This design comes from an exercise in tuning for small area, a short achievable clock period and few clock cycles per item on the open sky130 flow, not from production work.
Function was checked by simulation only, so behaviour that the tests miss may differ from the original.
Power and IR drop assume default switching activity.

==> flow/design.v (excerpt) <==
module hash_ring_node_table (
  input  logic         clk,
  input  logic         rst_n,
  input  logic         in_valid,
  output logic         in_ready,
  input  logic [1:0]   in_opcode,
  input  logic [7:0]   in_key_byte,
  input  logic         in_last_byte,
  input  logic [31:0]  in_node_address,
  input  logic [15:0]  in_node_port,
  output logic         out_valid,
  input  logic         out_ready,
  output logic [1:0]   out_status,
  output logic [31:0]  out_found_address,
  output logic [15:0]  out_found_port,
  output logic [31:0]  out_key_hash
);
Settings: LEC_CHECK=0, CAP_MARGIN=10, CORE_MARGIN=2, CORE_UTILIZATION=45, CTS_CLUSTER_DIAMETER=100, CTS_CLUSTER_SIZE=25, PLACE_DENSITY=0.65, SETUP_SLACK_MARGIN=2.6, SLEW_MARGIN=10, TNS_END_PERCENT=30; clock period 5.0 ns.
standard.sh (not shown) runs the stock make flow with config.mk's settings and CLKGATE_MAP_FILE= SYNTH_SCRIPT=/design/flow/synth_recipe.tcl, a recipe that flattens the netlist after the stock synthesis.
==> flow/flow/run.sh <==
#!/bin/bash
# The standard layout (the standard.sh: standard synthesis and ORFS on all steps), with
# one change: the buffers ORFS puts on the input and output ports are buf_4 cells instead of
# the default smallest buffer (a slow delay cell), so the port paths are not held back.
set -euo pipefail
export BUFFER_PORTS_ARGS="-buffer_cell sky130_fd_sc_hd__buf_4"
bash standard.sh > standard_flow.log 2>&1
Testbench counts at the start, summed over its fixed seeds: cycles 28,659, items 2,400.
==> next run, changes <==
- CAP_MARGIN: 10 -> 20
- CORE_UTILIZATION: 45 -> 40
- CTS_CLUSTER_DIAMETER: 100 -> 60
- CTS_CLUSTER_SIZE: 25 -> 20
- SETUP_SLACK_MARGIN: 2.6 -> 2.5
- SLEW_MARGIN: 10 -> 20
After rerunning: The new run went through all stages and came out clean. Die area climbs by roughly a tenth. Total power climbs by a few percent. Core utilization drops by 5.1 points. Setup slack is worse by 57 ps. Clock power climbs by a quarter to a third. Sequential power is about the same.
==> next run, changes <==
- CORE_UTILIZATION: 40 -> 45
- CTS_CLUSTER_DIAMETER: 60 -> 100
- CTS_CLUSTER_SIZE: 20 -> 25
- SETUP_SLACK_MARGIN: 2.5 -> 2.7
What happened:
- hold slack gains 15 ps
- worst setup slack loses 100 ps
- clock-buffer cell count falls by 33
- cell area came out lower slightly
- clock skew is lower by 38 ps
- via count rises slightly
- synthesized area is unchanged
- combinational power grows by a few percent
==> next run, changes <==
- ABC_CLOCK_PERIOD_IN_PS: unset -> 2300
- CORE_UTILIZATION: 45 -> 40
- PLACE_DENSITY: 0.65 -> 0.6
- SETUP_SLACK_MARGIN: 2.7 -> 2.5
Final cell count rose by about 4%. Flip-flop and latch count does not change. Clock power went up by about 2%. Synthesized area is unchanged. Global-route usage fell by 1.8 points. Worst setup slack is better by 130 ps. Power hardly moves. Sequential power stays flat. Register-to-register slack improved by 130 ps. Synthesized cell count stays the same.


the baseline:
Starting RTL as in the previous note.
## hash_ring_node_table
module hash_ring_node_table (
  input  logic         clk,
  input  logic         rst_n,
  input  logic         in_valid,
  output logic         in_ready,
  input  logic [1:0]   in_opcode,
  input  logic [7:0]   in_key_byte,
  input  logic         in_last_byte,
  input  logic [31:0]  in_node_address,
  input  logic [15:0]  in_node_port,
  output logic         out_valid,
  input  logic         out_ready,
  output logic [1:0]   out_status,
  output logic [31:0]  out_found_address,
  output logic [15:0]  out_found_port,
  output logic [31:0]  out_key_hash
);
  logic        c_load, c_free_now, c_free_next;
  logic [1:0]  c_op;
  logic [31:0] c_hash, c_addr;
  logic [15:0] c_port;
  hrnt_front u_front (
    .clk             (clk),
    .rst_n           (rst_n),
    .in_valid        (in_valid),
    .in_ready        (in_ready),
    .in_opcode       (in_opcode),
    .in_key_byte     (in_key_byte),
    .in_last_byte    (in_last_byte),
    .in_node_address (in_node_address),
    .in_node_port    (in_node_port),
    .c_load          (c_load),
    .c_op            (c_op),
    .c_hash          (c_hash),
    .c_addr          (c_addr),
    .c_port          (c_port),
    .c_free_now      (c_free_now),
    .c_free_next     (c_free_next)
  );
  hrnt_back u_back (
    .clk               (clk),
    .rst_n             (rst_n),
    .c_load            (c_load),
    .c_op              (c_op),
    .c_hash            (c_hash),
    .c_addr            (c_addr),
    .c_port            (c_port),
    .c_free_now        (c_free_now),
    .c_free_next       (c_free_next),
    .out_valid         (out_valid),
    .out_ready         (out_ready),
    .out_status        (out_status),
    .out_found_address (out_found_address),
    .out_found_port    (out_found_port),
    .out_key_hash      (out_key_hash)
  );
endmodule
export LEC_CHECK = 0
export CAP_MARGIN = 20
export CORE_MARGIN = 2
export CORE_UTILIZATION = 40
export CTS_CLUSTER_DIAMETER = 100
export CTS_CLUSTER_SIZE = 25
export PLACE_DENSITY = 0.6
export SETUP_SLACK_MARGIN = 2.5
export SLEW_MARGIN = 20
export TNS_END_PERCENT = 30
create_clock -name core_clock -period 5.0 [get_ports {clk}]
Scripts as last shown in full above: flow/flow/run.sh
Testbench counts of the baseline, summed over its fixed seeds: cycles 28,659, items 2,400.
For the candidate, these inputs were changed with respect to the baseline:
Settings: changing TNS_END_PERCENT from 30 to 20; changing SETUP_SLACK_MARGIN from 2.5 to 2.4.
==> comparison <==
The candidate: PASS, flow complete, no timing, DRC or antenna violations. The baseline completed end to end with timing, DRC and antenna clean. met2 routed wirelength of the baseline is on par with the candidate. The baseline has a lower number of antenna violations at the first check in global routing than the candidate. The candidate vs. the baseline: post-layout worst setup margin went down by 77 ps. Summary: with the baseline as the reference, peak supply drop in the candidate moved down by more than 10%. Compared the candidate vs the baseline, and number of logic stages on the critical path including buffering is down in the candidate. | met3 capacity usage during global routing | the baseline vs the candidate | ≈ equal |. Summary of the candidate over the baseline: placed wire-length estimate after detailed placement went up; fmax went down; utilization went down; power after layout did not really move; amount of wire on met3 after detailed routing went up.

==> afterwards: timing with drivers on the ports <==
No port has a modelled driver above. Below, the same layouts with a new extraction and two added sets of constraints. Step 1 assumes that a clkbuf_16 drives the clock port and a buf_2 every other input. Step 2 adds t to the input delays and takes it off the output delays; t is the mean of the earliest and latest rising clock arrival at the registers after step 1. Input paths then give back, and output paths get back, about the clock's delay inside the block. Three values: ideal, step 1, step 2; two values: the first two.
run	shift t [ns]	setup slack, ns	worst register clock-pin slew, ns
the first run of note 1	0.740	2.509 / 2.473 / 1.896	0.11 / 0.11
the second run of note 1	0.786	2.452 / 2.452 / 1.767	0.09 / 0.09
the third run of note 1	0.734	2.350 / 2.350 / 1.922	0.10 / 0.10
the fourth run of note 1	0.748	2.482 / 2.460 / 1.879	0.10 / 0.10
the baseline	0.748	2.482 / 2.460 / 1.879	0.10 / 0.10
the candidate	0.753	2.404 / 2.404 / 1.740	0.11 / 0.11
After both steps setup and hold are still met in every run listed. The setup slack of the second run of note 1, which loses most, moves by 0.000 ns with the drivers and by -0.685 ns with both steps.
